This design comes from an exercise in tuning for small area, a short achievable clock period and few clock cycles per item on the open sky130 flow, not from production work. Function was checked by simulation only, so behaviour that the tests miss may differ from the original.

File: flow/config.mk
export PLATFORM = sky130hd
export DESIGN_NAME = fractal_value_noise_2d
export DESIGN_NICKNAME = fractal_value_noise_2d
export VERILOG_FILES = /design/flow/design.v
export SDC_FILE = /design/flow/constraint.sdc
export NUM_CORES = 4
export LEC_CHECK = 0
export CAP_MARGIN = 20
export CORE_MARGIN = 2
export CORE_UTILIZATION = 50
export SLEW_MARGIN = 20
File: flow/constraint.sdc
create_clock -name core_clock -period 16.0 [get_ports {i_clk}]
set_input_delay 3.2000 -clock core_clock [delete_from_list [all_inputs] [get_ports {i_clk}]]
set_output_delay 3.2000 -clock core_clock [all_outputs]
set_load 0.01 [all_outputs]
File: flow/design.v
package fvn_pkg;
    localparam int MAX_OCTAVES = 8;
    localparam int FREQ_FRAC   = 12;
    localparam int TOT_W = 35;
    localparam int SUM_W = 20;
    localparam int Q_W   = 15;    
    localparam logic [31:0] MIX_C1    = 32'h7feb352d;
    localparam logic [31:0] MIX_C2    = 32'h846ca68b;
    localparam logic [31:0] CX_OFS    = 32'h9e3779b9;
    localparam logic [31:0] CZ_OFS    = 32'h85ebca6b;
    localparam logic [31:0] SEED_STEP = 32'd1013;
    function automatic logic [31:0] mul_c1(input logic [31:0] t);
        logic [31:0] n;
        n = ~t;
        mul_c1 = t + (n << 2) + (n << 4) + (t << 6) + (t << 8) + (t << 10) + (n << 12)
               + (t << 14) + (n << 16) + (n << 18) + (n << 20) + (t << 31) + 32'h0015_1014;
    endfunction
    function automatic logic [31:0] mul_c2(input logic [31:0] t);
        logic [31:0] n;
        n = ~t;
        mul_c2 = n + (n << 2) + (t << 4) + (t << 7) + (n << 9) + (t << 11) + (t << 13)
               + (t << 15) + (n << 18) + (n << 20) + (t << 23) + (t << 26) + (t << 31)
               + 32'h0014_0205;
    endfunction
    function automatic logic [31:0] mix_a(input logic [31:0] v);
        mix_a = mul_c1(v ^ (v >> 16));
    endfunction
    function automatic logic [31:0] mix_b(input logic [31:0] v);
        logic [31:0] p;
        p = mul_c2(v ^ (v >> 15));
        mix_b = p ^ (p >> 16);
    endfunction
    function automatic logic signed [16:0] corner_value(input logic [15:0] top);
        logic [16:0] h;
        h = ({1'b0, top} + 17'd1) >> 1;
        corner_value = $signed(h - 17'd16384);
    endfunction
endpackage
module fvn_div #(
    parameter int STEPS = 3
) (
    input  logic                          i_clk,
    input  logic                          i_rst_n,
    input  logic                          i_valid,
    input  logic [fvn_pkg::TOT_W-1:0]     i_dividend,
    input  logic [fvn_pkg::SUM_W-1:0]     i_divisor,
    input  logic                          i_neg,
    output logic                          o_valid,
    output logic [fvn_pkg::Q_W-1:0]       o_quot,
    output logic                          o_neg
);
    localparam int QW = fvn_pkg::Q_W;
    localparam int SW = fvn_pkg::SUM_W;
    localparam int NST = (QW + STEPS - 1) / STEPS;
    logic          r_v   [NST];
    logic          r_neg [NST];
    logic [SW-1:0] r_rem [NST];
    logic [QW-1:0] r_qd  [NST];
    logic [SW-1:0] c_rem [NST+1];
    logic [QW-1:0] c_qd  [NST+1];
    always_comb begin
        c_rem[0] = i_dividend[QW +: SW];
        c_qd[0]  = i_dividend[QW-1:0];
        for (int s = 0; s < NST; s++) begin
            logic [SW-1:0] rem;
            logic [QW-1:0] qd;
            logic [SW:0]   tr;
            logic [SW:0]   df;
            rem = (s == 0) ? c_rem[0] : r_rem[s-1];
            qd  = (s == 0) ? c_qd[0]  : r_qd[s-1];
            for (int k = 0; k < STEPS; k++) begin
                if (s * STEPS + k < QW) begin
                    tr  = {rem, qd[QW-1]};
                    df  = tr - {1'b0, i_divisor};
                    qd  = {qd[QW-2:0], ~df[SW]};
                    rem = df[SW] ? tr[SW-1:0] : df[SW-1:0];
                end
            end
            c_rem[s+1] = rem;
            c_qd[s+1]  = qd;
        end
    end
    always_ff @(posedge i_clk) begin
        if (!i_rst_n) begin
            for (int s = 0; s < NST; s++) r_v[s] <= 1'b0;
        end else begin
            r_v[0] <= i_valid;
            for (int s = 1; s < NST; s++) r_v[s] <= r_v[s-1];
        end
    end
    always_ff @(posedge i_clk) begin
        r_neg[0] <= i_neg;
        for (int s = 1; s < NST; s++) r_neg[s] <= r_neg[s-1];
        for (int s = 0; s < NST; s++) begin
            r_rem[s] <= c_rem[s+1];
            r_qd[s]  <= c_qd[s+1];
        end
    end
    assign o_valid = r_v[NST-1];
    assign o_quot  = r_qd[NST-1];
    assign o_neg   = r_neg[NST-1];
endmodule
module fvn_mul #(
    parameter int AW = 16,
    parameter int BW = 16,
    parameter bit AS = 0,        
    parameter bit BS = 0,        
    parameter int OW = 32
) (
    input  logic [AW-1:0] a,
    input  logic [BW-1:0] b,
    input  logic [OW-1:0] c,
    output logic [OW-1:0] y
);
    localparam int BE = BS ? BW : BW + 1;           
    localparam int ND = (BE + 1) / 2;               
    localparam int BX = 2 * ND;
    localparam int W  = AW + 2;                     
    logic [BX:0]  bx;                               
    logic [W-1:0] ae;                               
    logic [OW-1:0] rows [ND];
    logic [OW-1:0] negs;
    logic [OW-1:0] kc;
    always_comb begin
        bx = '0;
        for (int i = 0; i < BX; i++)
            bx[i+1] = (i < BW) ? b[i] : (BS ? b[BW-1] : 1'b0);
        for (int i = 0; i < W; i++)
            ae[i] = (i < AW) ? a[i] : (AS ? a[AW-1] : 1'b0);
    end
    always_comb begin
        negs = '0;
        kc   = '0;
        for (int j = 0; j < ND; j++) begin
            logic one, two, neg, s;
            logic [W-1:0] pp;
            logic [OW+2*ND+W:0] wide;
            one = bx[2*j+1] ^ bx[2*j];
            two = (bx[2*j+2] & ~bx[2*j+1] & ~bx[2*j]) | (~bx[2*j+2] & bx[2*j+1] & bx[2*j]);
            neg = bx[2*j+2];
            for (int i = 0; i < W; i++)
                pp[i] = ((one & ae[i]) | (two & ((i > 0) ? ae[i-1] : 1'b0))) ^ neg;
            s = pp[W-1];
            wide = '0;
            wide[W-1:0] = {~s, pp[W-2:0]};
            wide = wide << (2 * j);
            rows[j] = wide[OW-1:0];
            if (2 * j < OW) negs[2*j] = neg;
            kc = kc - (OW'(1) << (W - 1 + 2 * j));
        end
    end
    always_comb begin
        logic [OW-1:0] acc;
        acc = c + kc + negs;
        for (int j = 0; j < ND; j++) acc = acc + rows[j];
        y = acc;
    end
endmodule
module fractal_value_noise_2d (
    input  logic               i_clk,
    input  logic               i_rst_n,
    input  logic               psel,
    input  logic               penable,
    input  logic               pwrite,
    input  logic [3:0]         paddr,
    input  logic [31:0]        pwdata,
    output logic [31:0]        prdata,
    output logic               pready,
    input  logic               i_in_valid,
    output logic               o_in_ready,
    input  logic signed [31:0] i_x_coord,
    input  logic signed [31:0] i_z_coord,
    output logic               o_out_valid,
    input  logic               i_out_ready,
    output logic signed [15:0] o_noise_value
);
    localparam int FD  = 16;     
    localparam int FAW = 4;
    logic [31:0] r_seed;
    logic [3:0]  r_oct;
    logic [15:0] r_pers;
    logic [15:0] r_lac;
    logic cfg_wr;
    assign pready = 1'b1;
    assign cfg_wr = psel & penable & pwrite;
    always_comb begin
        case (paddr[3:2])
            2'd0:    prdata = r_seed;
            2'd1:    prdata = {28'd0, r_oct};
            2'd2:    prdata = {16'd0, r_pers};
            default: prdata = {16'd0, r_lac};
        endcase
    end
    always_ff @(posedge i_clk) begin
        if (!i_rst_n) begin
            r_seed <= 32'd0;
            r_oct  <= 4'd4;
            r_pers <= 16'd32768;
            r_lac  <= 16'd8192;
        end else if (cfg_wr) begin
            case (paddr[3:2])
                2'd0:    r_seed <= pwdata;
                2'd1:    r_oct  <= pwdata[3:0];
                2'd2:    r_pers <= pwdata[15:0];
                default: r_lac  <= pwdata[15:0];
            endcase
        end
    end
    logic [2:0] last_idx;
    always_comb begin
        if (r_oct[3])           last_idx = 3'd7;
        else if (r_oct == 4'd0) last_idx = 3'd0;
        else                    last_idx = 3'(r_oct - 4'd1);
    end
    logic               r0_v, r0_first, r0_last;
    logic [2:0]         r0_idx;
    logic signed [31:0] r0_x, r0_z;
    logic [31:0]        r0_freq;
    logic               r_rdy;
    logic [FAW:0]       r_cnt;        
    logic        in_acc, out_acc, more;
    logic        n0_v, n0_last;
    logic [FAW:0] n_cnt;
    logic [47:0] fprod;
    logic [31:0] freq_next;
    assign in_acc  = i_in_valid & r_rdy;
    assign more    = r0_v & ~r0_last;
    fvn_mul #(.AW(32), .BW(16), .AS(0), .BS(0), .OW(48)) u_fq (
        .a(r0_freq), .b(r_lac), .c(48'd0), .y(fprod));
    assign freq_next = (fprod[47:44] != 4'd0) ? 32'hFFFF_FFFF : fprod[43:12];
    always_comb begin
        n0_v    = more | in_acc;
        n0_last = more ? (r0_idx + 3'd1 == last_idx) : (last_idx == 3'd0);
        n_cnt   = r_cnt + (in_acc ? 1'b1 : 1'b0) - (out_acc ? 1'b1 : 1'b0);
    end
    always_ff @(posedge i_clk) begin
        if (!i_rst_n) begin
            r0_v  <= 1'b0;
            r_cnt <= '0;
            r_rdy <= 1'b0;
        end else begin
            r0_v  <= n0_v;
            r_cnt <= n_cnt;
            r_rdy <= !(n0_v && !n0_last) && (n_cnt < (FAW+1)'(FD));
        end
    end
    always_ff @(posedge i_clk) begin
        r0_last <= n0_last;
        if (more) begin
            r0_idx   <= r0_idx + 3'd1;
            r0_first <= 1'b0;
            r0_freq  <= freq_next;
        end else begin
            r0_idx   <= 3'd0;
            r0_first <= 1'b1;
            r0_freq  <= 32'd4096;
            r0_x     <= i_x_coord;
            r0_z     <= i_z_coord;
        end
    end
    logic        r1_first, r1_last;
    logic [2:0]  r1_idx;
    logic [35:0] r1_xl, r1_zl;       
    logic [43:0] r1_xh, r1_zh;       
    logic [47:0] pxl, pzl, pxh, pzh;
    fvn_mul #(.AW(32), .BW(16), .AS(1), .BS(0), .OW(48)) u_mxl (
        .a(r0_x), .b(r0_freq[15:0]), .c(48'd0), .y(pxl));
    fvn_mul #(.AW(32), .BW(16), .AS(1), .BS(0), .OW(48)) u_mxh (
        .a(r0_x), .b(r0_freq[31:16]), .c(48'd0), .y(pxh));
    fvn_mul #(.AW(32), .BW(16), .AS(1), .BS(0), .OW(48)) u_mzl (
        .a(r0_z), .b(r0_freq[15:0]), .c(48'd0), .y(pzl));
    fvn_mul #(.AW(32), .BW(16), .AS(1), .BS(0), .OW(48)) u_mzh (
        .a(r0_z), .b(r0_freq[31:16]), .c(48'd0), .y(pzh));
    always_ff @(posedge i_clk) begin
        r1_first <= r0_first; r1_last <= r0_last; r1_idx <= r0_idx;
        r1_xl <= pxl[47:12]; r1_xh <= pxh[43:0];
        r1_zl <= pzl[47:12]; r1_zh <= pzh[43:0];
    end
    logic        r2_first, r2_last;
    logic [2:0]  r2_idx;
    logic [31:0] r2_ax0, r2_ax1, r2_az0, r2_az1;
    logic [15:0] r2_fx, r2_fz;
    logic [47:0] sx0, sx1, sz0, sz1;
    assign sx0 = {{12{r1_xl[35]}}, r1_xl} + {r1_xh, 4'd0} + {fvn_pkg::CX_OFS, 16'd0};
    assign sx1 = {{12{r1_xl[35]}}, r1_xl} + {r1_xh, 4'd0} + {fvn_pkg::CX_OFS + 32'd1, 16'd0};
    assign sz0 = {{12{r1_zl[35]}}, r1_zl} + {r1_zh, 4'd0} + {fvn_pkg::CZ_OFS, 16'd0};
    assign sz1 = {{12{r1_zl[35]}}, r1_zl} + {r1_zh, 4'd0} + {fvn_pkg::CZ_OFS + 32'd1, 16'd0};
    always_ff @(posedge i_clk) begin
        r2_first <= r1_first; r2_last <= r1_last; r2_idx <= r1_idx;
        r2_ax0 <= sx0[47:16];
        r2_ax1 <= sx1[47:16];
        r2_az0 <= sz0[47:16];
        r2_az1 <= sz1[47:16];
        r2_fx  <= sx0[15:0];
        r2_fz  <= sz0[15:0];
    end
    logic        r3_first, r3_last;
    logic [2:0]  r3_idx;
    logic [31:0] r3_mx0, r3_mx1, r3_az0, r3_az1;
    logic [31:0] r3_sqx, r3_sqz;
    logic [15:0] r3_fx, r3_fz;
    always_ff @(posedge i_clk) begin
        r3_first <= r2_first; r3_last <= r2_last; r3_idx <= r2_idx;
        r3_mx0 <= fvn_pkg::mix_a(r2_ax0);
        r3_mx1 <= fvn_pkg::mix_a(r2_ax1);
        r3_az0 <= r2_az0;
        r3_az1 <= r2_az1;
        r3_sqx <= r2_fx * r2_fx;
        r3_sqz <= r2_fz * r2_fz;
        r3_fx  <= r2_fx;
        r3_fz  <= r2_fz;
    end
    logic        r4_first, r4_last;
    logic [31:0] r4_mx0, r4_mx1, r4_mz0, r4_mz1, r4_os;
    logic [15:0] r4_t3x, r4_t3z;
    logic [19:0] r4_px, r4_pz;
    function automatic logic [15:0] fade_t3(input logic [31:0] sq, input logic [15:0] t);
        logic [31:0] p;
        p = sq[31:16] * t;
        fade_t3 = p[31:16];
    endfunction
    function automatic logic [19:0] fade_p(input logic [31:0] sq, input logic [15:0] t);
        logic [34:0] s6;
        logic [20:0] p;
        s6 = {1'b0, sq, 2'b00} + {2'b00, sq, 1'b0};
        p  = 21'(s6[34:16]) - 21'({t, 4'b0000} - {4'b0000, t}) + 21'd655360;
        fade_p = p[19:0];
    endfunction
    always_ff @(posedge i_clk) begin
        r4_first <= r3_first; r4_last <= r3_last;
        r4_mx0 <= fvn_pkg::mix_b(r3_mx0);
        r4_mx1 <= fvn_pkg::mix_b(r3_mx1);
        r4_mz0 <= fvn_pkg::mix_a(r3_az0);
        r4_mz1 <= fvn_pkg::mix_a(r3_az1);
        r4_t3x <= fade_t3(r3_sqx, r3_fx);
        r4_t3z <= fade_t3(r3_sqz, r3_fz);
        r4_px  <= fade_p(r3_sqx, r3_fx);
        r4_pz  <= fade_p(r3_sqz, r3_fz);
        r4_os  <= r_seed + 32'(r3_idx) * fvn_pkg::SEED_STEP;
    end
    logic        r5_first, r5_last;
    logic [31:0] r5_g0, r5_g1, r5_mz0, r5_mz1;
    logic [16:0] r5_sx, r5_sz;
    function automatic logic [16:0] fade_s(input logic [15:0] t3, input logic [19:0] p);
        logic [35:0] f;
        f = t3 * p;
        fade_s = (f[35:16] > 20'd65536) ? 17'd65536 : f[32:16];
    endfunction
    always_ff @(posedge i_clk) begin
        r5_first <= r4_first; r5_last <= r4_last;
        r5_g0  <= fvn_pkg::mix_a(r4_os ^ r4_mx0);
        r5_g1  <= fvn_pkg::mix_a(r4_os ^ r4_mx1);
        r5_mz0 <= fvn_pkg::mix_b(r4_mz0);
        r5_mz1 <= fvn_pkg::mix_b(r4_mz1);
        r5_sx  <= fade_s(r4_t3x, r4_px);
        r5_sz  <= fade_s(r4_t3z, r4_pz);
    end
    logic        r6_first, r6_last;
    logic [31:0] r6_g0, r6_g1, r6_mz0, r6_mz1;
    logic [16:0] r6_sx, r6_sz;
    always_ff @(posedge i_clk) begin
        r6_first <= r5_first; r6_last <= r5_last;
        r6_g0  <= fvn_pkg::mix_b(r5_g0);
        r6_g1  <= fvn_pkg::mix_b(r5_g1);
        r6_mz0 <= r5_mz0;
        r6_mz1 <= r5_mz1;
        r6_sx  <= r5_sx;
        r6_sz  <= r5_sz;
    end
    logic        r7_first, r7_last;
    logic [31:0] r7_h00, r7_h10, r7_h01, r7_h11;
    logic [16:0] r7_sx, r7_sz;
    always_ff @(posedge i_clk) begin
        r7_first <= r6_first; r7_last <= r6_last;
        r7_h00 <= fvn_pkg::mix_a(r6_g0 ^ r6_mz0);
        r7_h10 <= fvn_pkg::mix_a(r6_g1 ^ r6_mz0);
        r7_h01 <= fvn_pkg::mix_a(r6_g0 ^ r6_mz1);
        r7_h11 <= fvn_pkg::mix_a(r6_g1 ^ r6_mz1);
        r7_sx  <= r6_sx;
        r7_sz  <= r6_sz;
    end
    logic        r7b_first, r7b_last;
    logic [15:0] r7b_t00, r7b_t10, r7b_t01, r7b_t11;
    logic [16:0] r7b_sx, r7b_sz;
    function automatic logic [15:0] mix_top(input logic [31:0] v);
        logic [31:0] p;
        p = fvn_pkg::mul_c2(v ^ (v >> 15));
        mix_top = p[31:16];
    endfunction
    always_ff @(posedge i_clk) begin
        r7b_first <= r7_first; r7b_last <= r7_last;
        r7b_t00 <= mix_top(r7_h00);
        r7b_t10 <= mix_top(r7_h10);
        r7b_t01 <= mix_top(r7_h01);
        r7b_t11 <= mix_top(r7_h11);
        r7b_sx  <= r7_sx;
        r7b_sz  <= r7_sz;
    end
    logic               r8_first, r8_last;
    logic signed [16:0] r8_c00, r8_c01;
    logic signed [17:0] r8_d0, r8_d1;
    logic [16:0]        r8_sx, r8_sz;
    logic signed [16:0] c00, c10, c01, c11;
    assign c00 = fvn_pkg::corner_value(r7b_t00);
    assign c10 = fvn_pkg::corner_value(r7b_t10);
    assign c01 = fvn_pkg::corner_value(r7b_t01);
    assign c11 = fvn_pkg::corner_value(r7b_t11);
    always_ff @(posedge i_clk) begin
        r8_first <= r7b_first; r8_last <= r7b_last;
        r8_c00 <= c00;
        r8_c01 <= c01;
        r8_d0  <= 18'(c10) - 18'(c00);
        r8_d1  <= 18'(c11) - 18'(c01);
        r8_sx  <= r7b_sx;
        r8_sz  <= r7b_sz;
    end
    function automatic logic signed [16:0] lerp_d(input logic signed [16:0] a,
                                                  input logic signed [17:0] d,
                                                  input logic [16:0] f);
        logic signed [35:0] x;
        x = (36'(a) <<< 16) + 36'(d) * $signed({19'd0, f});
        lerp_d = x[32:16];
    endfunction
    logic               r9_first, r9_last;
    logic signed [16:0] r9_r0, r9_r1;
    logic [16:0]        r9_sz;
    always_ff @(posedge i_clk) begin
        r9_first <= r8_first; r9_last <= r8_last;
        r9_r0 <= lerp_d(r8_c00, r8_d0, r8_sx);
        r9_r1 <= lerp_d(r8_c01, r8_d1, r8_sx);
        r9_sz <= r8_sz;
    end
    logic               r10_first, r10_last;
    logic signed [16:0] r10_r0;
    logic signed [17:0] r10_d;
    logic [16:0]        r10_sz;
    always_ff @(posedge i_clk) begin
        r10_first <= r9_first; r10_last <= r9_last;
        r10_r0 <= r9_r0;
        r10_d  <= 18'(r9_r1) - 18'(r9_r0);
        r10_sz <= r9_sz;
    end
    logic               r11_first, r11_last;
    logic signed [16:0] r11_val;
    always_ff @(posedge i_clk) begin
        r11_first <= r10_first; r11_last <= r10_last;
        r11_val <= lerp_d(r10_r0, r10_d, r10_sz);
    end
    logic signed [fvn_pkg::TOT_W-1:0] r_total;
    logic [fvn_pkg::SUM_W-1:0]        r_asum, r_div_d;
    logic [15:0]                      r_amp;
    logic                             r_acc_done;
    logic [31:0]                      amp_p;
    logic signed [fvn_pkg::TOT_W-1:0] tot_acc, tot_next;
    logic [fvn_pkg::SUM_W-1:0]        asum_next;
    logic r1_v, r2_v, r3_v, r4_v, r5_v, r6_v, r7_v, r7b_v, r8_v, r9_v, r10_v, r11_v;
    assign tot_acc   = r_total + 35'(r11_val) * $signed({19'd0, r_amp});
    assign tot_next  = r11_first ? (35'(r11_val) <<< 16) : tot_acc;
    assign amp_p     = r_amp * r_pers;
    assign asum_next = r11_first ? fvn_pkg::SUM_W'(65536) : r_asum + fvn_pkg::SUM_W'(r_amp);
    always_ff @(posedge i_clk) begin
        if (!i_rst_n) begin
            r1_v <= 1'b0; r2_v <= 1'b0; r3_v <= 1'b0; r4_v <= 1'b0; r5_v <= 1'b0;
            r6_v <= 1'b0; r7_v <= 1'b0; r7b_v <= 1'b0; r8_v <= 1'b0; r9_v <= 1'b0; r10_v <= 1'b0;
            r11_v <= 1'b0;
            r_acc_done <= 1'b0;
        end else begin
            r1_v <= r0_v; r2_v <= r1_v; r3_v <= r2_v; r4_v <= r3_v; r5_v <= r4_v;
            r6_v <= r5_v; r7_v <= r6_v; r7b_v <= r7_v; r8_v <= r7b_v; r9_v <= r8_v; r10_v <= r9_v;
            r11_v <= r10_v;
            r_acc_done <= r11_v & r11_last;
        end
    end
    always_ff @(posedge i_clk) begin
        if (r11_v) begin
            r_total <= tot_next;
            r_asum  <= asum_next;
            r_amp   <= r11_first ? r_pers : amp_p[31:16];
            if (r11_last) r_div_d <= asum_next;
        end
    end
    logic [fvn_pkg::TOT_W-1:0] r_dvd;
    logic                      r_dneg, r_dv;
    logic                      dv_v, dv_neg;
    logic [fvn_pkg::Q_W-1:0]   dv_q;
    logic [15:0]               q_clamp;
    logic signed [15:0]        res;
    always_ff @(posedge i_clk) begin
        if (!i_rst_n) r_dv <= 1'b0;
        else          r_dv <= r_acc_done;
    end
    always_ff @(posedge i_clk) begin
        r_dneg <= r_total[fvn_pkg::TOT_W-1];
        r_dvd  <= (r_total[fvn_pkg::TOT_W-1] ? fvn_pkg::TOT_W'(-r_total)
                                             : fvn_pkg::TOT_W'(r_total))
                  + fvn_pkg::TOT_W'(r_div_d[fvn_pkg::SUM_W-1:1]);
    end
    fvn_div #(.STEPS(2)) u_div (
        .i_clk      (i_clk),
        .i_rst_n    (i_rst_n),
        .i_valid    (r_dv),
        .i_dividend (r_dvd),
        .i_divisor  (r_div_d),
        .i_neg      (r_dneg),
        .o_valid    (dv_v),
        .o_quot     (dv_q),
        .o_neg      (dv_neg)
    );
    assign q_clamp = (dv_q > 15'd16384) ? 16'd16384 : {1'b0, dv_q};
    assign res     = (r_oct == 4'd0) ? 16'sd0 :
                     dv_neg ? $signed(-q_clamp) : $signed(q_clamp);
    logic [15:0]  fifo [FD];
    logic [FAW:0] r_wp, r_rp;
    assign o_out_valid   = (r_wp != r_rp);
    assign out_acc       = o_out_valid & i_out_ready;
    assign o_noise_value = fifo[r_rp[FAW-1:0]];
    assign o_in_ready    = r_rdy;
    always_ff @(posedge i_clk) begin
        if (!i_rst_n) begin
            r_wp <= '0;
            r_rp <= '0;
        end else begin
            if (dv_v)    r_wp <= r_wp + 1'b1;
            if (out_acc) r_rp <= r_rp + 1'b1;
        end
    end
    always_ff @(posedge i_clk) begin
        if (dv_v) fifo[r_wp[FAW-1:0]] <= res;
    end
endmodule
File: flow/run.sh
#!/bin/bash
# synth_recipe.tcl (not shown) runs the flow's synth.tcl, then flattens the netlist and writes it again
# the make line also repeats each setting of config.mk as NAME=value (left out here)
make -C /OpenROAD-flow-scripts/flow DESIGN_CONFIG=/design/flow/config.mk WORK_HOME=/design/flow/orfs CLKGATE_MAP_FILE= SYNTH_SCRIPT=/design/flow/synth_recipe.tcl finish
==> results of run 1 <==
worst paths after layout:
kind / to / slack, ns / startpoint / cells after the start
setup / recovery: r1_zl[35] / 5.99 / r0_freq[6] / 26
hold / removal: r6_sx[15] / 0.28 / r5_sx[15] / 0
setup reg to reg: r1_zl[35] / 5.99 / r0_freq[6] / 26
hold reg to reg: r6_sx[15] / 0.28 / r5_sx[15] / 0
through the flow:
stage | instance area, um2 | worst slack [ns] | util (%) | hold slack, ns
after floorplan | 410000 | 8.30 | - | 0.310
after global placement | 422000 | 6.38 | 51.7 | 0.310
after detailed placement | 422000 | 6.32 | 51.7 | 0.312
after CTS | 434000 | 6.27 | 53.1 | 0.289
after global routing | 434000 | 5.70 | 53.2 | 0.293
final | 434000 | 5.99 | 53.2 | 0.282
per-layer routing:
| metal | vias up | global-route usage (%) |
|---|---|---|
| li1 | 142000 | - |
| met1 | 155000 | 37.4 |
| met2 | 9923 | 47.0 |
| met3 | 2238 | 3.40 |
| met4 | 22 | 13.3 |
| met5 | - | 0.179 |
registers in the layout, summed over array words and instances (netlist names), 35 cells and up, named ones only:
| register | cells |
|---|---|
| r1_xl | 36 |
| r1_zl | 36 |
| r_dvd | 35 |
| r_total | 35 |
| fifo | 256 |
| r1_xh | 44 |
| u_div.r_rem | 140 |
| u_div.r_qd | 120 |
| r1_zh | 44 |
logic make-up after synthesis:
kind of cell,Yosys count,share of synthesized area (%)
flops,2476,13.1
xor+xnor,2672,5.72
other cells,1,0.000916
mux,329,1.12
simple gates,9272,10.4
fa+ha+maj,11400,47.4
buf+inv,10800,9.91
compound gates,8189,12.3
cell usage in the layout, fill, tap and decap left out, types with 634 or more instances in the layout:
| cell type | count |
|---|---|
| inv_1 | 8361 |
| fa_1 | 6986 |
| ha_1 | 4117 |
| nand2_1 | 3477 |
| a21oi_1 | 2545 |
| nor2_1 | 2204 |
| dfxtp_1 | 2013 |
| o21ai_0 | 2010 |
| xnor2_1 | 1803 |
| and2_1 | 1375 |
| xor2_1 | 844 |
| buf_4 | 764 |
| nand3_1 | 634 |
worst max-delay path: stages, from the launching register on:
cell	delay, ns
dfxtp_4	0.65
buf_4	0.63
xor2_1	0.49
and2_2	0.91
buf_4	0.55
a22oi_1	0.14
o21ai_0	0.20
fa_1	0.50
fa_1	0.50
inv_1	0.05
fa_1	0.44
ha_1	0.29
ha_1	0.29
ha_1	0.28
nand4_1	0.10
a2111oi_0	0.07
o311ai_0	0.42
a21boi_0	0.25
o21a_1	0.30
a311oi_1	0.58
nor3_1	0.21
nor3_1	0.61
o211ai_1	0.35
nand2_1	0.22
o21ai_0	0.17
a2111oi_0	0.42
nor3_1	0.11
final cells by class:
class / count / area share, %
Timing Repair Buffer: 941 / 1.79
Clock inverter: 191 / 0.597
Tap cell: 10900 / 3.13
Sequential cell: 2476 / 12.4
Antenna cell: 167 / 0.0963
Clock buffer: 389 / 1.99
Multi-Input combinational cell: 31900 / 72.7
Inverter: 8384 / 7.26
==> results.py, run 1 <==
metrics = {
    "outcome": {
        "status": "complete, no violations",
    },
    "setup_path": {
        "worstPathRequired_ns": 16.89,
        "worst-setup-path-type": "flop to flop",
        "endpoint_kind": "flop",
        "crit_fanout": 35,
        "startpoint_type": "flop",
        "arrival_ns": 10.90,
    },
    "routing": {
        "wl_met3_um": 72100,
        "wl_per_cell_um": 21.3,
        "antenna_left": 0,
        "drt_iter0_markers": 23500,
        "via_per_inst": 5.60,
        "drc": 0,
        "topRoutingLayerUsed": "met5",
        "wl_met2_um": 545000,
        "dr.pass1.iters": 7,
        "routed_wl_um": 1170000,
        "wl_met1_um": 488000,
        "vias": 310000,
    },
    "yosys": {
        "syn_area_um2": 410000,
        "synth_seq_cells": 2476,
        "yosysTopAreaCellShare_pct": 34.1,
        "ys_seq_area_share_pct": 13.1,
        "yosys_warnings": 12,
        "synth_edf_count": 411,
        "ys_top_cells_by_area": "fa_1 34%, ha_1 13%, dfxtp_1 10%, inv_1 7.7%, xnor2_1 3.9%",
        "synth_fp_nets": 56300,
        "yosysMostFrequentCell": "inv_1",
        "ys.flop_type": "dfxtp_1",
        "synth_common_cells": "8369 x inv_1, 6986 x fa_1, 4117 x ha_1",
        "ys_types": 100,
        "syn_avg_cell_area_um2": 9.08,
        "syn_inst": 45100,
        "yosysTopAreaCell": "fa_1",
        "synthArstFlopShare_pct": 0,
    },
    "placement": {
        "dp_hpwl_um": 913000,
        "dpl.cell_count": 54500,
        "io_buffers": 154,
        "finalWeightedCongestion": 0.930,
    },
    "die": {
        "dieArea_um2": 826000,
        "chipHeight_um": 909,
        "rows": 332,
        "start_util_pct": 50.2,
        "die_w_um": 909,
        "io_pins": 158,
        "coreArea_um2": 817000,
    },
    "clock_tree": {
        "cts_sinks": 2476,
        "cts.clk_slew.worst_paths_ns": 0.06,
        "insertion_delay_ns": 1.07,
        "cts_setup_buffers": 0,
        "cts.repair.resized": 0,
        "clk_path_buf_depth": 4,
        "clock-root-buffer": "clkbuf_16",
        "cts_hold_buf": 0,
        "cts_made_buffers": 315,
        "cts_tree": "yes",
        "cts_max_level": 5,
    },
    "finish": {
        "stdcell_count": 55300,
        "drive_gt1_share_pct": 4.29,
        "area_delta_synth_final_pct": 6.00,
        "fin_nets": 55200,
        "multiInputGateArea_um2": 316000,
        "seq_area_um2": 53900,
        "n_fill_cell": 74800,
    },
    "timing": {
        "min_period_ns": 10.01,
        "setup-tns-final_ns": 0,
        "finalMaxSlewViolations": 0,
        "fin_crit_sh_pct": 62.6,
        "relSlewSlack_pct": 9.16,
        "fin_worst_skew_ns": 0.0916,
        "rsz0062_at_grt": "no",
        "fmax_ghz": 0.0999,
        "hold_viol": 0,
        "tightest_slew_ns": 1.36,
        "setup_viol": 0,
    },
    "grt": {
        "overflow": 0,
        "grt_usage_pct": 28.4,
        "grt_pass1_vias": 322000,
        "grt_max_degree": 197,
        "grt_pass1_wl_um": 1850000,
        "antenna_found_initial": 58,
    },
    "run": {
        "max_cap_violations": 0,
    },
    "min_path": {
        "hold_path_class": "flop to flop",
    },
}
Testbench counts, summed over its fixed seeds: cycles 4,608, items 768.
==> run 2, diff against run 1 <==
--- a/flow/design.v
+++ b/flow/design.v
@@ -37,13 +37,11 @@
     endfunction
 endpackage
-module fvn_div #(
-    parameter int STEPS = 3
-) (
+module fvn_div (
     input  logic                          i_clk,
     input  logic                          i_rst_n,
     input  logic                          i_valid,
-    input  logic [fvn_pkg::TOT_W-1:0]     i_dividend,
+    input  logic [fvn_pkg::TOT_W-1:0]     i_total,      
     input  logic [fvn_pkg::SUM_W-1:0]     i_divisor,
-    input  logic                          i_neg,
+    input  logic [fvn_pkg::SUM_W+1:0]     i_divisor3,   
     output logic                          o_valid,
     output logic [fvn_pkg::Q_W-1:0]       o_quot,
@@ -52,33 +50,38 @@
     localparam int QW = fvn_pkg::Q_W;
     localparam int SW = fvn_pkg::SUM_W;
-    localparam int NST = (QW + STEPS - 1) / STEPS;
+    localparam int TW = fvn_pkg::TOT_W;
+    localparam int NST = 4;
     logic          r_v   [NST];
     logic          r_neg [NST];
     logic [SW-1:0] r_rem [NST];
-    logic [QW-1:0] r_qd  [NST];
-    logic [SW-1:0] c_rem [NST+1];
-    logic [QW-1:0] c_qd  [NST+1];
-    always_comb begin
-        c_rem[0] = i_dividend[QW +: SW];
-        c_qd[0]  = i_dividend[QW-1:0];
-        for (int s = 0; s < NST; s++) begin
-            logic [SW-1:0] rem;
-            logic [QW-1:0] qd;
-            logic [SW:0]   tr;
-            logic [SW:0]   df;
-            rem = (s == 0) ? c_rem[0] : r_rem[s-1];
-            qd  = (s == 0) ? c_qd[0]  : r_qd[s-1];
-            for (int k = 0; k < STEPS; k++) begin
-                if (s * STEPS + k < QW) begin
-                    tr  = {rem, qd[QW-1]};
-                    df  = tr - {1'b0, i_divisor};
-                    qd  = {qd[QW-2:0], ~df[SW]};
-                    rem = df[SW] ? tr[SW-1:0] : df[SW-1:0];
-                end
-            end
-            c_rem[s+1] = rem;
-            c_qd[s+1]  = qd;
-        end
-    end
+    logic [QW-1:0] r_qd  [NST];      
+    function automatic logic [SW+1:0] r4step(input logic [SW-1:0] rem, input logic [1:0] bits,
+                                             input logic [SW-1:0] d, input logic [SW+1:0] d3);
+        logic [SW+1:0] x;
+        logic [SW+2:0] t1, t2, t3;
+        logic [SW-1:0] r;
+        logic [1:0]    q;
+        x  = {rem, bits};
+        t1 = {1'b0, x} - {3'b000, d};
+        t2 = {1'b0, x} - {2'b00, d, 1'b0};
+        t3 = {1'b0, x} - {1'b0, d3};
+        if (!t3[SW+2])      begin q = 2'd3; r = t3[SW-1:0]; end
+        else if (!t2[SW+2]) begin q = 2'd2; r = t2[SW-1:0]; end
+        else if (!t1[SW+2]) begin q = 2'd1; r = t1[SW-1:0]; end
+        else                begin q = 2'd0; r = x[SW-1:0];  end
+        r4step = {q, r};
+    endfunction
+    logic [TW-1:0] mag, dvd;
+    logic [SW+1:0] s0;
+    logic [SW+1:0] s1a, s1b, s2a, s2b, s3a, s3b;
+    assign mag = i_total[TW-1] ? TW'(-i_total) : i_total;
+    assign dvd = mag + TW'(i_divisor[SW-1:1]);
+    assign s0  = r4step(dvd[QW +: SW], dvd[QW-1 -: 2], i_divisor, i_divisor3);
+    assign s1a = r4step(r_rem[0], r_qd[0][QW-1 -: 2], i_divisor, i_divisor3);
+    assign s1b = r4step(s1a[SW-1:0], r_qd[0][QW-3 -: 2], i_divisor, i_divisor3);
+    assign s2a = r4step(r_rem[1], r_qd[1][QW-1 -: 2], i_divisor, i_divisor3);
+    assign s2b = r4step(s2a[SW-1:0], r_qd[1][QW-3 -: 2], i_divisor, i_divisor3);
+    assign s3a = r4step(r_rem[2], r_qd[2][QW-1 -: 2], i_divisor, i_divisor3);
+    assign s3b = r4step(s3a[SW-1:0], r_qd[2][QW-3 -: 2], i_divisor, i_divisor3);
     always_ff @(posedge i_clk) begin
         if (!i_rst_n) begin
@@ -90,13 +93,20 @@
     end
     always_ff @(posedge i_clk) begin
-        r_neg[0] <= i_neg;
+        r_neg[0] <= i_total[TW-1];
         for (int s = 1; s < NST; s++) r_neg[s] <= r_neg[s-1];
-        for (int s = 0; s < NST; s++) begin
-            r_rem[s] <= c_rem[s+1];
-            r_qd[s]  <= c_qd[s+1];
-        end
-    end
+        r_rem[0] <= s0[SW-1:0];
+        r_qd[0]  <= {dvd[QW-3:0], s0[SW+1:SW]};
+        r_rem[1] <= s1b[SW-1:0];
+        r_qd[1]  <= {r_qd[0][QW-5:0], s1a[SW+1:SW], s1b[SW+1:SW]};
+        r_rem[2] <= s2b[SW-1:0];
+        r_qd[2]  <= {r_qd[1][QW-5:0], s2a[SW+1:SW], s2b[SW+1:SW]};
+        r_rem[3] <= s3b[SW-1:0];
+        r_qd[3]  <= {r_qd[2][QW-5:0], s3a[SW+1:SW], s3b[SW+1:SW]};
+    end
+    logic [SW:0] tr, df;
+    assign tr = {r_rem[3], r_qd[3][QW-1]};
+    assign df = tr - {1'b0, i_divisor};
     assign o_valid = r_v[NST-1];
-    assign o_quot  = r_qd[NST-1];
+    assign o_quot  = {r_qd[3][QW-2:0], ~df[SW]};
     assign o_neg   = r_neg[NST-1];
 endmodule
@@ -157,4 +167,44 @@
     end
 endmodule
+module fvn_bmulp #(
+    parameter int AW = 32,       
+    parameter int ND = 8,
+    parameter int OW = 48
+) (
+    input  logic [AW-1:0] a,
+    input  logic [ND-1:0] one,
+    input  logic [ND-1:0] two,
+    input  logic [ND-1:0] neg,
+    input  logic [OW-1:0] c,
+    output logic [OW-1:0] y
+);
+    localparam int W = AW + 2;
+    logic [OW-1:0] rows [ND];
+    logic [OW-1:0] negs;
+    logic [OW-1:0] kc;
+    always_comb begin
+        negs = '0;
+        kc   = '0;
+        for (int j = 0; j < ND; j++) begin
+            logic [W-1:0] ae, pp;
+            logic [OW+2*ND+W:0] wide;
+            ae = W'(a);
+            for (int i = 0; i < W; i++)
+                pp[i] = ((one[j] & ae[i]) | (two[j] & ((i > 0) ? ae[i-1] : 1'b0))) ^ neg[j];
+            wide = '0;
+            wide[W-1:0] = {~pp[W-1], pp[W-2:0]};
+            wide = wide << (2 * j);
+            rows[j] = wide[OW-1:0];
+            if (2 * j < OW) negs[2*j] = neg[j];
+            kc = kc - (OW'(1) << (W - 1 + 2 * j));
+        end
+    end
+    always_comb begin
+        logic [OW-1:0] acc;
+        acc = c + kc + negs;
+        for (int j = 0; j < ND; j++) acc = acc + rows[j];
+        y = acc;
+    end
+endmodule
 module fractal_value_noise_2d (
     input  logic               i_clk,
@@ -213,7 +263,21 @@
         else                    last_idx = 3'(r_oct - 4'd1);
     end
+    function automatic logic [15:0] booth_one(input logic [31:0] v);
+        logic [32:0] b;
+        b = {v, 1'b0};
+        for (int j = 0; j < 16; j++) booth_one[j] = b[2*j+1] ^ b[2*j];
+    endfunction
+    function automatic logic [15:0] booth_two(input logic [31:0] v);
+        logic [32:0] b;
+        b = {v, 1'b0};
+        for (int j = 0; j < 16; j++)
+            booth_two[j] = (b[2*j+2] & ~b[2*j+1] & ~b[2*j]) | (~b[2*j+2] & b[2*j+1] & b[2*j]);
+    endfunction
+    function automatic logic [15:0] booth_neg(input logic [31:0] v);
+        for (int j = 0; j < 16; j++) booth_neg[j] = v[2*j+1];
+    endfunction
     logic               r0_v, r0_first, r0_last;
     logic [2:0]         r0_idx;
-    logic signed [31:0] r0_x, r0_z;
+    logic [15:0]        r0_x1, r0_x2, r0_xn, r0_z1, r0_z2, r0_zn;    
     logic [31:0]        r0_freq;
     logic               r_rdy;
@@ -255,6 +319,10 @@
             r0_first <= 1'b1;
             r0_freq  <= 32'd4096;
-            r0_x     <= i_x_coord;
-            r0_z     <= i_z_coord;
+            r0_x1    <= booth_one(i_x_coord);
+            r0_x2    <= booth_two(i_x_coord);
+            r0_xn    <= booth_neg(i_x_coord);
+            r0_z1    <= booth_one(i_z_coord);
+            r0_z2    <= booth_two(i_z_coord);
+            r0_zn    <= booth_neg(i_z_coord);
         end
     end
@@ -264,12 +332,12 @@
     logic [43:0] r1_xh, r1_zh;       
     logic [47:0] pxl, pzl, pxh, pzh;
-    fvn_mul #(.AW(32), .BW(16), .AS(1), .BS(0), .OW(48)) u_mxl (
-        .a(r0_x), .b(r0_freq[15:0]), .c(48'd0), .y(pxl));
-    fvn_mul #(.AW(32), .BW(16), .AS(1), .BS(0), .OW(48)) u_mxh (
-        .a(r0_x), .b(r0_freq[31:16]), .c(48'd0), .y(pxh));
-    fvn_mul #(.AW(32), .BW(16), .AS(1), .BS(0), .OW(48)) u_mzl (
-        .a(r0_z), .b(r0_freq[15:0]), .c(48'd0), .y(pzl));
-    fvn_mul #(.AW(32), .BW(16), .AS(1), .BS(0), .OW(48)) u_mzh (
-        .a(r0_z), .b(r0_freq[31:16]), .c(48'd0), .y(pzh));
+    fvn_bmulp #(.AW(32), .ND(8), .OW(48)) u_mxl (
+        .a(r0_freq), .one(r0_x1[7:0]), .two(r0_x2[7:0]), .neg(r0_xn[7:0]), .c(48'd0), .y(pxl));
+    fvn_bmulp #(.AW(32), .ND(8), .OW(48)) u_mxh (
+        .a(r0_freq), .one(r0_x1[15:8]), .two(r0_x2[15:8]), .neg(r0_xn[15:8]), .c(48'd0), .y(pxh));
+    fvn_bmulp #(.AW(32), .ND(8), .OW(48)) u_mzl (
+        .a(r0_freq), .one(r0_z1[7:0]), .two(r0_z2[7:0]), .neg(r0_zn[7:0]), .c(48'd0), .y(pzl));
+    fvn_bmulp #(.AW(32), .ND(8), .OW(48)) u_mzh (
+        .a(r0_freq), .one(r0_z1[15:8]), .two(r0_z2[15:8]), .neg(r0_zn[15:8]), .c(48'd0), .y(pzh));
     always_ff @(posedge i_clk) begin
         r1_first <= r0_first; r1_last <= r0_last; r1_idx <= r0_idx;
@@ -300,4 +368,12 @@
     logic [31:0] r3_sqx, r3_sqz;
     logic [15:0] r3_fx, r3_fz;
+    function automatic logic [31:0] square16(input logic [15:0] t);
+        logic [31:0] acc;
+        acc = '0;
+        for (int i = 0; i < 16; i++) acc[2*i] = t[i];
+        for (int i = 0; i < 15; i++)
+            acc = acc + ((t[i] ? (32'(t) >> (i + 1)) : 32'd0) << (2 * i + 2));
+        square16 = acc;
+    endfunction
     always_ff @(posedge i_clk) begin
         r3_first <= r2_first; r3_last <= r2_last; r3_idx <= r2_idx;
@@ -306,6 +382,6 @@
         r3_az0 <= r2_az0;
         r3_az1 <= r2_az1;
-        r3_sqx <= r2_fx * r2_fx;
-        r3_sqz <= r2_fz * r2_fz;
+        r3_sqx <= square16(r2_fx);
+        r3_sqz <= square16(r2_fz);
         r3_fx  <= r2_fx;
         r3_fz  <= r2_fz;
@@ -449,4 +525,5 @@
     logic signed [fvn_pkg::TOT_W-1:0] r_total;
     logic [fvn_pkg::SUM_W-1:0]        r_asum, r_div_d;
+    logic [fvn_pkg::SUM_W+1:0]        r_div_d3;
     logic [15:0]                      r_amp;
     logic                             r_acc_done;
@@ -457,5 +534,6 @@
     assign tot_acc   = r_total + 35'(r11_val) * $signed({19'd0, r_amp});
     assign tot_next  = r11_first ? (35'(r11_val) <<< 16) : tot_acc;
-    assign amp_p     = r_amp * r_pers;
+    fvn_mul #(.AW(16), .BW(16), .AS(0), .BS(0), .OW(32)) u_amp (
+        .a(r_amp), .b(r_pers), .c(32'd0), .y(amp_p));
     assign asum_next = r11_first ? fvn_pkg::SUM_W'(65536) : r_asum + fvn_pkg::SUM_W'(r_amp);
     always_ff @(posedge i_clk) begin
@@ -477,30 +555,21 @@
             r_asum  <= asum_next;
             r_amp   <= r11_first ? r_pers : amp_p[31:16];
-            if (r11_last) r_div_d <= asum_next;
+            if (r11_last) begin
+                r_div_d  <= asum_next;
+                r_div_d3 <= (fvn_pkg::SUM_W+2)'(asum_next) + {1'b0, asum_next, 1'b0};
+            end
         end
     end
-    logic [fvn_pkg::TOT_W-1:0] r_dvd;
-    logic                      r_dneg, r_dv;
     logic                      dv_v, dv_neg;
     logic [fvn_pkg::Q_W-1:0]   dv_q;
     logic [15:0]               q_clamp;
     logic signed [15:0]        res;
-    always_ff @(posedge i_clk) begin
-        if (!i_rst_n) r_dv <= 1'b0;
-        else          r_dv <= r_acc_done;
-    end
-    always_ff @(posedge i_clk) begin
-        r_dneg <= r_total[fvn_pkg::TOT_W-1];
-        r_dvd  <= (r_total[fvn_pkg::TOT_W-1] ? fvn_pkg::TOT_W'(-r_total)
-                                             : fvn_pkg::TOT_W'(r_total))
-                  + fvn_pkg::TOT_W'(r_div_d[fvn_pkg::SUM_W-1:1]);
-    end
-    fvn_div #(.STEPS(2)) u_div (
+    fvn_div u_div (
         .i_clk      (i_clk),
         .i_rst_n    (i_rst_n),
-        .i_valid    (r_dv),
-        .i_dividend (r_dvd),
+        .i_valid    (r_acc_done),
+        .i_total    (r_total),
         .i_divisor  (r_div_d),
-        .i_neg      (r_dneg),
+        .i_divisor3 (r_div_d3),
         .o_valid    (dv_v),
         .o_quot     (dv_q),
==> flow/flow/run.sh (new file) <==
#!/bin/bash
set -euo pipefail
bash standard.sh SETUP_SLACK_MARGIN=7.5 finish > flow_standard.log 2>&1
==> flow/standard.sh (new file) <==
#!/bin/bash
# synth_recipe.tcl (not shown) runs the flow's synth.tcl, then flattens the netlist and writes it again
# the make line also repeats each setting of config.mk as NAME=value (left out here)
make -C /OpenROAD-flow-scripts/flow DESIGN_CONFIG=/design/flow/config.mk WORK_HOME=/design/flow/orfs CLKGATE_MAP_FILE= SYNTH_SCRIPT=/design/flow/synth_recipe.tcl "${@:-finish}"
removed: flow/run.sh
==> run 2 against run 1 <==
  * Utilization increased by 0.13 points
  * Still clean on timing, DRC and antenna
  * Synthesized cell count decreased by 10%
  * Maximum frequency increased by 20%
  * Highest routed layer unchanged
==> results.py, run 2 <==
metrics = {
    "setup_path": {
        "startpoint_type": "input port",
        "endpoint_kind": "primary output",
        "setup.worst_path.end": "prdata[13]",
        "worst-setup-path-type": "input port to primary output",
        "path_buf_inv": 4,
        "reg2reg_to": "r1_zl[35]",
        "cp_cell_sequence": "clkdlybuf4s50_1 > buf_4 > nor2_4 > buf_4 > a22o_1 > clkdlybuf4s50_1",
        "crit_start": "paddr[2]",
        "worstPathRequired_ns": 12.80,
        "crit_slowest_cell": "clkdlybuf4s50_1",
        "crit_family": "buffers and inverters",
        "rr_startpoint": "r0_freq[2]",
        "arrival_ns": 5.13,
        "reg2reg_slack_ns": 7.74,
        "crit_fanout": 26,
        "r2r_cells": 24,
        "critPathMaxStageDelay_ns": 0.55,
        "path_depth": 6,
    },
    "grt": {
        "grt_pass1_vias": 293000,
        "overflow": 0,
        "use_met1_pct": 35.6,
        "top_usage_layer": "met2",
        "grt_max_degree": 118,
        "antenna_found_initial": 48,
        "grt_usage_pct": 26.7,
        "grtUsageMet2_pct": 45.3,
        "met3_usage_pct": 3.04,
        "grt_pass1_wl_um": 1650000,
    },
    "placement": {
        "dp_hpwl_um": 801000,
        "finalWeightedCongestion": 0.919,
        "place_area_um2": 398000,
        "io_buffers": 154,
        "dpl.cell_count": 49700,
    },
    "finish": {
        "final_common_cell": "inv_1",
        "fin_area_um2": 409000,
        "largest_reg_flops": 256,
        "final_core_utilization_pct": 53.3,
        "final_cell_mix": "7720 x inv_1, 6616 x fa_1, 4156 x ha_1, 2960 x nand2_1, 2271 x xnor2_1",
        "drive_gt1_share_pct": 3.98,
        "fin_nets": 50700,
        "multiInputGateArea_um2": 298000,
        "seq_area_um2": 52200,
        "n_fill_cell": 69200,
        "stdcell_count": 50300,
        "area_delta_synth_final_pct": 6.29,
    },
    "yosys": {
        "syn_area_um2": 385000,
        "synth_seq_cells": 2364,
        "ys_seq_area_share_pct": 13.5,
        "yosysTopAreaCell": "fa_1",
        "syn_avg_cell_area_um2": 9.52,
        "synth_edf_count": 464,
        "ys_types": 114,
        "ys_top_cells_by_area": "fa_1 34%, ha_1 14%, dfxtp_1 9.9%, inv_1 7.5%, xnor2_1 5.2%",
        "syn_inst": 40400,
        "yosysTopAreaCellShare_pct": 34.4,
        "ys.flop_type": "dfxtp_1",
        "synth_fp_nets": 51300,
        "synthArstFlopShare_pct": 0,
        "yosysMostFrequentCell": "inv_1",
        "synth_common_cells": "7721 x inv_1, 6616 x fa_1, 4156 x ha_1",
        "yosys_warnings": 12,
    },
    "clock_tree": {
        "cts.clk_slew.worst_paths_ns": 0.07,
        "cts_max_level": 5,
        "insertion_delay_ns": 1.05,
        "cts_sinks": 2364,
        "clock-root-buffer": "clkbuf_16",
        "clk_path_buf_depth": 4,
        "cts_made_buffers": 293,
        "cts_tree": "yes",
        "cts_hold_buf": 0,
    },
    "routing": {
        "drc": 0,
        "antenna_left": 0,
        "drt_iter0_markers": 18700,
        "dr.pass1.iters": 6,
        "routed_wl_um": 1040000,
        "vias": 276000,
        "via_per_inst": 5.49,
        "wl_per_cell_um": 20.6,
    },
    "timing": {
        "fin_crit_sh_pct": 52.1,
        "finalMaxSlewViolations": 0,
        "hold_viol": 0,
        "setup-tns-final_ns": 0,
        "relSlewSlack_pct": 20.6,
        "min_period_ns": 8.33,
        "rsz0062_at_grt": "yes",
        "setup_viol": 0,
        "hold_slack_ns": 0.280,
        "fmax_ghz": 0.120,
        "tightest_slew_ns": 1.18,
        "fin_worst_skew_ns": 0.0912,
    },
    "run": {
        "max_cap_violations": 0,
    },
    "die": {
        "rows": 322,
        "io_pins": 158,
        "dieArea_um2": 777000,
        "chipHeight_um": 882,
        "start_util_pct": 50.1,
        "coreArea_um2": 768000,
        "die_w_um": 882,
    },
    "outcome": {
        "status": "complete, no violations",
    },
    "min_path": {
        "hold_path_class": "flop to flop",
    },
}
[run 2: how the worst min path moves through the flow]
| stage | startpoint | end | slack (ns) | depth (start not counted) |
|---|---|---|---|---|
| 2_1_floorplan | r9_first | r10_first | 0.31 | 0 |
| 3_3_place_gp | r9_last | r10_last | 0.31 | 0 |
| 3_5_place_dp | u_div.r_qd[2][7] | u_div.r_qd[3][11] | 0.31 | 0 |
| 4_1_cts | r7b_last | r8_last | 0.28 | 0 |
| 5_1_grt | r4_first | r5_first | 0.29 | 0 |
| 6_report | r4_first | r5_first | 0.28 | 0 |
[run 2: final cells by class]
cell class | count | area share, %
Multi-Input combinational cell | 28600 | 72.8
Sequential cell | 2364 | 12.8
Inverter | 7736 | 7.10
Tap cell | 10200 | 3.12
Clock buffer | 367 | 1.96
Timing Repair Buffer | 822 | 1.69
Clock inverter | 170 | 0.544
Antenna cell | 34 | 0.0208
[run 2: what timing repair did]
item / 4_1_cts / 5_1_grt
hold endpoints to repair: 0 / 0
cloned: 0 / 1
pin swaps: 0 / 3
gates resized for setup: 25 / 95
endpoints found under the setup margin: 131 / 175
buffers inserted: 9 / 23
[run 2: kinds of logic (layout without fill, tap and decap cells)]
family | after synthesis | in the layout | synth area share, %
AOI/OAI and AO/OA | 6157 | 6157 | 10.3
muxes | 195 | 195 | 0.788
xor gates and xnor gates | 3758 | 3758 | 8.55
other | 1 | 35 | 0.000974
adders and majority gates | 11000 | 11000 | 48.5
and+or+nand+nor | 7525 | 7525 | 9.18
buffers and inverters | 9424 | 9095 | 9.19
DFF | 2364 | 2364 | 13.5
[run 2: metrics by stage]
step | setup WS, ns
floorplan | 8.12
global placement | 6.79
detailed placement | 6.71
CTS | 7.50
global route | 7.44
finish | 7.67
[run 2: worst register-to-register path, delay by kind of cell, from the launching register on]
kind,cells,cell delay [ns]
fa+ha+maj,5,2.27
xor+xnor,2,0.33
simple gates,1,0.11
buf+inv,3,1.32
compound gates,13,3.64
flops,1,0.54
[run 2: routing by layer]
metal	wire length (um)	vias up	part of all wire, %
met2	496000	8254	48
met1	439000	139000	42
met3	60400	1876	5.8
met5	61	-	0.0059
met4	44500	10	4.3
li1	-	127000	-
Testbench counts of run 2, summed over its fixed seeds: cycles 4,448, items 768.
==> run 3, diff against run 2 <==
--- a/flow/design.v
+++ b/flow/design.v
@@ -168,5 +168,6 @@
 endmodule
 module fvn_bmulp #(
-    parameter int AW = 32,       
+    parameter int AW = 32,
+    parameter bit AS = 0,        
     parameter int ND = 8,
     parameter int OW = 48
@@ -189,5 +190,5 @@
             logic [W-1:0] ae, pp;
             logic [OW+2*ND+W:0] wide;
-            ae = W'(a);
+            for (int i = 0; i < W; i++) ae[i] = (i < AW) ? a[i] : (AS ? a[AW-1] : 1'b0);
             for (int i = 0; i < W; i++)
                 pp[i] = ((one[j] & ae[i]) | (two[j] & ((i > 0) ? ae[i-1] : 1'b0))) ^ neg[j];
@@ -225,6 +226,6 @@
     output logic signed [15:0] o_noise_value
 );
-    localparam int FD  = 16;     
-    localparam int FAW = 4;
+    localparam int FD  = 10;     
+    localparam int FAW = 4;      
     logic [31:0] r_seed;
     logic [3:0]  r_oct;
@@ -532,5 +533,20 @@
     logic [fvn_pkg::SUM_W-1:0]        asum_next;
     logic r1_v, r2_v, r3_v, r4_v, r5_v, r6_v, r7_v, r7b_v, r8_v, r9_v, r10_v, r11_v;
-    assign tot_acc   = r_total + 35'(r11_val) * $signed({19'd0, r_amp});
+    logic [8:0] r_amp1, r_amp2, r_ampn;       
+    logic [15:0] amp_next;
+    function automatic logic [26:0] booth_u16(input logic [15:0] v);
+        logic [18:0] b;
+        logic [8:0]  one, two, neg;
+        b = {2'b00, v, 1'b0};
+        for (int j = 0; j < 9; j++) begin
+            one[j] = b[2*j+1] ^ b[2*j];
+            two[j] = (b[2*j+2] & ~b[2*j+1] & ~b[2*j]) | (~b[2*j+2] & b[2*j+1] & b[2*j]);
+            neg[j] = b[2*j+2];
+        end
+        booth_u16 = {one, two, neg};
+    endfunction
+    fvn_bmulp #(.AW(17), .AS(1), .ND(9), .OW(fvn_pkg::TOT_W)) u_acc (
+        .a(r11_val), .one(r_amp1), .two(r_amp2), .neg(r_ampn), .c(r_total), .y(tot_acc));
+    assign amp_next  = r11_first ? r_pers : amp_p[31:16];
     assign tot_next  = r11_first ? (35'(r11_val) <<< 16) : tot_acc;
     fvn_mul #(.AW(16), .BW(16), .AS(0), .BS(0), .OW(32)) u_amp (
@@ -554,5 +570,6 @@
             r_total <= tot_next;
             r_asum  <= asum_next;
-            r_amp   <= r11_first ? r_pers : amp_p[31:16];
+            r_amp   <= amp_next;
+            {r_amp1, r_amp2, r_ampn} <= booth_u16(amp_next);
             if (r11_last) begin
                 r_div_d  <= asum_next;
@@ -580,20 +597,23 @@
                      dv_neg ? $signed(-q_clamp) : $signed(q_clamp);
     logic [15:0]  fifo [FD];
-    logic [FAW:0] r_wp, r_rp;
-    assign o_out_valid   = (r_wp != r_rp);
+    logic [3:0]   r_wp, r_rp;
+    logic [FAW:0] r_occ;
+    assign o_out_valid   = (r_occ != '0);
     assign out_acc       = o_out_valid & i_out_ready;
-    assign o_noise_value = fifo[r_rp[FAW-1:0]];
+    assign o_noise_value = fifo[r_rp];
     assign o_in_ready    = r_rdy;
     always_ff @(posedge i_clk) begin
         if (!i_rst_n) begin
-            r_wp <= '0;
-            r_rp <= '0;
+            r_wp  <= '0;
+            r_rp  <= '0;
+            r_occ <= '0;
         end else begin
-            if (dv_v)    r_wp <= r_wp + 1'b1;
-            if (out_acc) r_rp <= r_rp + 1'b1;
+            if (dv_v)    r_wp <= (r_wp == 4'(FD - 1)) ? 4'd0 : r_wp + 4'd1;
+            if (out_acc) r_rp <= (r_rp == 4'(FD - 1)) ? 4'd0 : r_rp + 4'd1;
+            r_occ <= r_occ + (dv_v ? 1'b1 : 1'b0) - (out_acc ? 1'b1 : 1'b0);
         end
     end
     always_ff @(posedge i_clk) begin
-        if (dv_v) fifo[r_wp[FAW-1:0]] <= res;
+        if (dv_v) fifo[r_wp] <= res;
     end
 endmodule
==> flow/flow/run.sh (replaced) <==
#!/bin/bash
set -euo pipefail
bash standard.sh SETUP_SLACK_MARGIN=8.5 finish > flow_standard.log 2>&1
--- a/flow/config.mk
+++ b/flow/config.mk
@@ -6,4 +6,5 @@
 export NUM_CORES = 4
 export LEC_CHECK = 0
+export ABC_AREA = 1
 export CAP_MARGIN = 20
 export CORE_MARGIN = 2
==> run 3 against run 2 <==
  * Still clean
  * Global-route usage is 4.7 points higher
  * Wire length is 19% higher
  * Die area is 0.44% higher
  * Sequential share of layout area is 0.73 points lower
  * Non-clock buffer count is 70 higher
  * Cell count is 9.7% higher
  * Synthesized cell count is 11% higher
  * Largest cell class unchanged
  * Highest routed layer unchanged
==> results.py, run 3 <==
metrics = {
    "die": {
        "rows": 323,
        "io_pins": 158,
        "chipHeight_um": 884,
        "coreArea_um2": 772000,
        "die_w_um": 884,
        "dieArea_um2": 781000,
        "start_util_pct": 50.1,
    },
    "finish": {
        "drive_gt1_share_pct": 3.82,
        "largest_reg_flops": 160,
        "fin_nets": 55300,
        "n_fill_cell": 72100,
        "final_core_utilization_pct": 53.5,
        "stdcell_count": 55200,
        "area_delta_synth_final_pct": 6.72,
        "final_common_cell": "inv_1",
        "final_cell_mix": "10100 x inv_1, 6533 x nand2_1, 6424 x fa_1, 4172 x ha_1, 2874 x xor2_1",
    },
    "timing": {
        "fmax_ghz": 0.132,
        "setup_viol": 0,
        "tightest_slew_ns": 1.29,
        "hold_slack_ns": 0.304,
        "hold_viol": 0,
        "relSlewSlack_pct": 13.8,
        "min_period_ns": 7.60,
        "finalMaxSlewViolations": 0,
        "fin_crit_sh_pct": 47.5,
        "rsz0062_at_grt": "yes",
        "setup-tns-final_ns": 0,
        "fin_worst_skew_ns": 0.0788,
    },
    "setup_path": {
        "reg2reg_slack_ns": 8.69,
        "cp_cell_sequence": "buf_8 > nor2_4 > buf_12 > clkinv_16 > buf_16 > buf_12 > buf_6 > nor2_4 > buf_6",
        "arrival_ns": 4.40,
        "critPathMaxStageDelay_ns": 0.21,
        "worstPathRequired_ns": 12.80,
        "r2r_cells": 21,
        "crit_slowest_cell": "buf_16",
        "rr_startpoint": "r0_freq[9]",
        "worst-setup-path-type": "input port to primary output",
        "crit_fanout": 4,
        "endpoint_kind": "primary output",
        "startpoint_type": "input port",
        "reg2reg_to": "r1_xl[23]",
        "crit_family": "buffers and inverters",
        "path_buf_inv": 7,
    },
    "yosys": {
        "synth_fp_nets": 55500,
        "synth_seq_cells": 2286,
        "yosysMostFrequentCell": "inv_1",
        "ys_top_cells_by_area": "fa_1 33%, ha_1 13%, dfxtp_1 9.8%, inv_1 9.8%, xor2_1 6.5%",
        "syn_inst": 44800,
        "syn_avg_cell_area_um2": 8.63,
        "yosysTopAreaCell": "fa_1",
        "yosysTopAreaCellShare_pct": 33.2,
        "syn_area_um2": 387000,
        "synth_edf_count": 383,
        "ys.flop_type": "dfxtp_1",
        "synth_common_cells": "10100 x inv_1, 6541 x nand2_1, 6424 x fa_1",
        "ys_types": 83,
        "yosys_warnings": 14,
        "synthArstFlopShare_pct": 0,
        "ys_seq_area_share_pct": 12.8,
    },
    "outcome": {
        "status": "complete, no violations",
    },
    "min_path": {
        "min_from": "r5_mz0[31]",
        "holdPathEnd": "r6_mz0[31]",
        "hold_path_class": "flop to flop",
        "holdPathStages": 0,
    },
    "routing": {
        "via_per_inst": 5.47,
        "drc": 0,
        "dr.pass1.iters": 8,
        "antenna_left": 0,
        "drt_iter0_markers": 23000,
        "routed_wl_um": 1240000,
        "vias": 302000,
        "wl_per_cell_um": 22.4,
    },
    "placement": {
        "dp_hpwl_um": 992000,
        "finalWeightedCongestion": 0.988,
        "dpl.cell_count": 54500,
        "io_buffers": 154,
    },
    "grt": {
        "grt_max_degree": 75,
        "grt_pass1_vias": 318000,
        "grt_usage_pct": 31.4,
        "antenna_found_initial": 90,
        "grt_pass1_wl_um": 1900000,
        "overflow": 0,
    },
    "clock_tree": {
        "clk_path_buf_depth": 4,
        "cts_made_buffers": 286,
        "cts_hold_buf": 0,
        "cts_sinks": 2286,
        "cts.clk_slew.worst_paths_ns": 0.07,
        "cts_max_level": 5,
        "insertion_delay_ns": 1.06,
        "clock-root-buffer": "clkbuf_16",
        "cts_tree": "yes",
    },
    "run": {
        "max_cap_violations": 0,
    },
}
run 3: cell types whose count changed in the layout (fill, tap and decap cells not counted), sizes merged, moves of 240 or more:
cell   previous run  this run
and2           1251        15
nand2          2962      6573
inv            7760     10218
nor2           1495      1740
a21oi          1541      2160
a21o            428       126
xor2           1479      2898
o22ai           209      1484
nor2b           274         0
maj3            240         0
a22oi          1034         0
nand3           407      1063
xnor2          2277      1251
run 3: cells by family after synthesis:
kind of cell / after synthesis / synth area share, %
other: 1 / 0.000969
XOR/XNOR: 4149 / 9.42
adder cells (fa/ha/maj): 10600 / 46.7
flip-flops: 2286 / 12.8
AO/OA/AOI/OAI: 5921 / 8.76
multiplexers: 88 / 0.240
AND/OR/NAND/NOR: 10100 / 10.7
buffers and inverters: 11600 / 11.3
run 3: layer usage:
metal	global-route usage [%]	up-vias	routed length [um]
met1	41.0	150000	507000
li1	-	138000	-
met5	0	-	280
met3	5.08	2656	90900
met4	15.3	44	72600
met2	51.1	11500	565000
run 3: worst max-delay path by stage:
stage / depth (start not counted) / start / endpoint
finish: 9 / paddr[3] / prdata[27]
global route: 9 / paddr[3] / prdata[27]
CTS: 9 / paddr[2] / prdata[19]
detailed placement: 6 / paddr[2] / prdata[22]
global placement: 6 / paddr[2] / prdata[6]
floorplan: 4 / paddr[3] / prdata[21]
run 3: cell type report:
class / instances / area, um2 / share of cell area, %
flip-flops and latches: 2286 / 49700 / 12.0
clock inverters: 161 / 2380 / 0.577
multi-input cells: 30900 / 294000 / 71.2
clock buffers: 356 / 7710 / 1.87
diodes: 212 / 531 / 0.129
well taps: 10200 / 12800 / 3.10
inverters: 10200 / 38500 / 9.32
repair buffers: 892 / 7230 / 1.75
run 3: repair_timing:
item | in CTS | in global routing
gates cloned | 2 | 1
buffers inserted | 11 | 13
endpoints found under the setup margin | 70 | 130
gates resized for setup | 152 | 76
pin swaps | 5 | 5
run 3: per-stage QoR:
stage          setup WS (ns)  cell area (um2)
2_1_floorplan           8.68           387000
3_3_place_gp            7.11           401000
3_5_place_dp            7.03           401000
4_1_cts                 8.39           412000
5_1_grt                 8.39           413000
6_report                8.40           413000
run 3: worst reg2reg max path, stage by stage (launching register included):
cell and delay (ns):
dfxtp_1 0.32, inv_2 0.57, buf_4 0.88, o22ai_1 0.27, xor2_1 0.22, fa_1 0.47
fa_1 0.52, fa_1 0.51, inv_1 0.05, fa_1 0.47, ha_1 0.38, a21oi_1 0.21
inv_1 0.06, nor2_1 0.09, inv_1 0.06, a211oi_1 0.53, o21ai_0 0.18, a21oi_1 0.41
o21ai_0 0.29, nand3_1 0.22, nand2_1 0.09, xor2_1 0.36
Testbench counts of run 3, summed over its fixed seeds: cycles 4,464, items 768.

==> static timing again, ports no longer ideal <==
The results above use ideal ports. As a check the final layouts listed here were re-extracted and re-timed, cells and wires unchanged. Step 1: set_driving_cell puts a clkbuf_16 on i_clk and a buf_2 on each other input, an assumption about the parent block. Step 2 also shifts input and output timing later by t, the mid clock arrival at the registers, as if the neighbouring blocks saw the same clock. Three values: ideal ports, drivers, drivers and shift; two values: the first two.
| run | t, ns | setup slack, ns | worst setup path after step 2 | worst register clock-pin slew, ns | worst data-port slew with drivers (ns) |
|---|---|---|---|---|---|
| run 1 | 1.180 | 5.989 / 5.989 / 5.989 | register to register | 0.07 / 0.07 | 0.32 |
| run 2 | 1.161 | 7.672 / 7.645 / 7.645 | input to output | 0.08 / 0.08 | 0.11 |
| run 3 | 1.176 | 8.403 / 8.352 / 8.352 | input to output | 0.08 / 0.08 | 0.33 |
After both steps setup and hold are still met in every run listed. For run 3, which loses most, drivers alone change the setup slack by -0.051 ns; drivers and shift together by -0.051 ns.
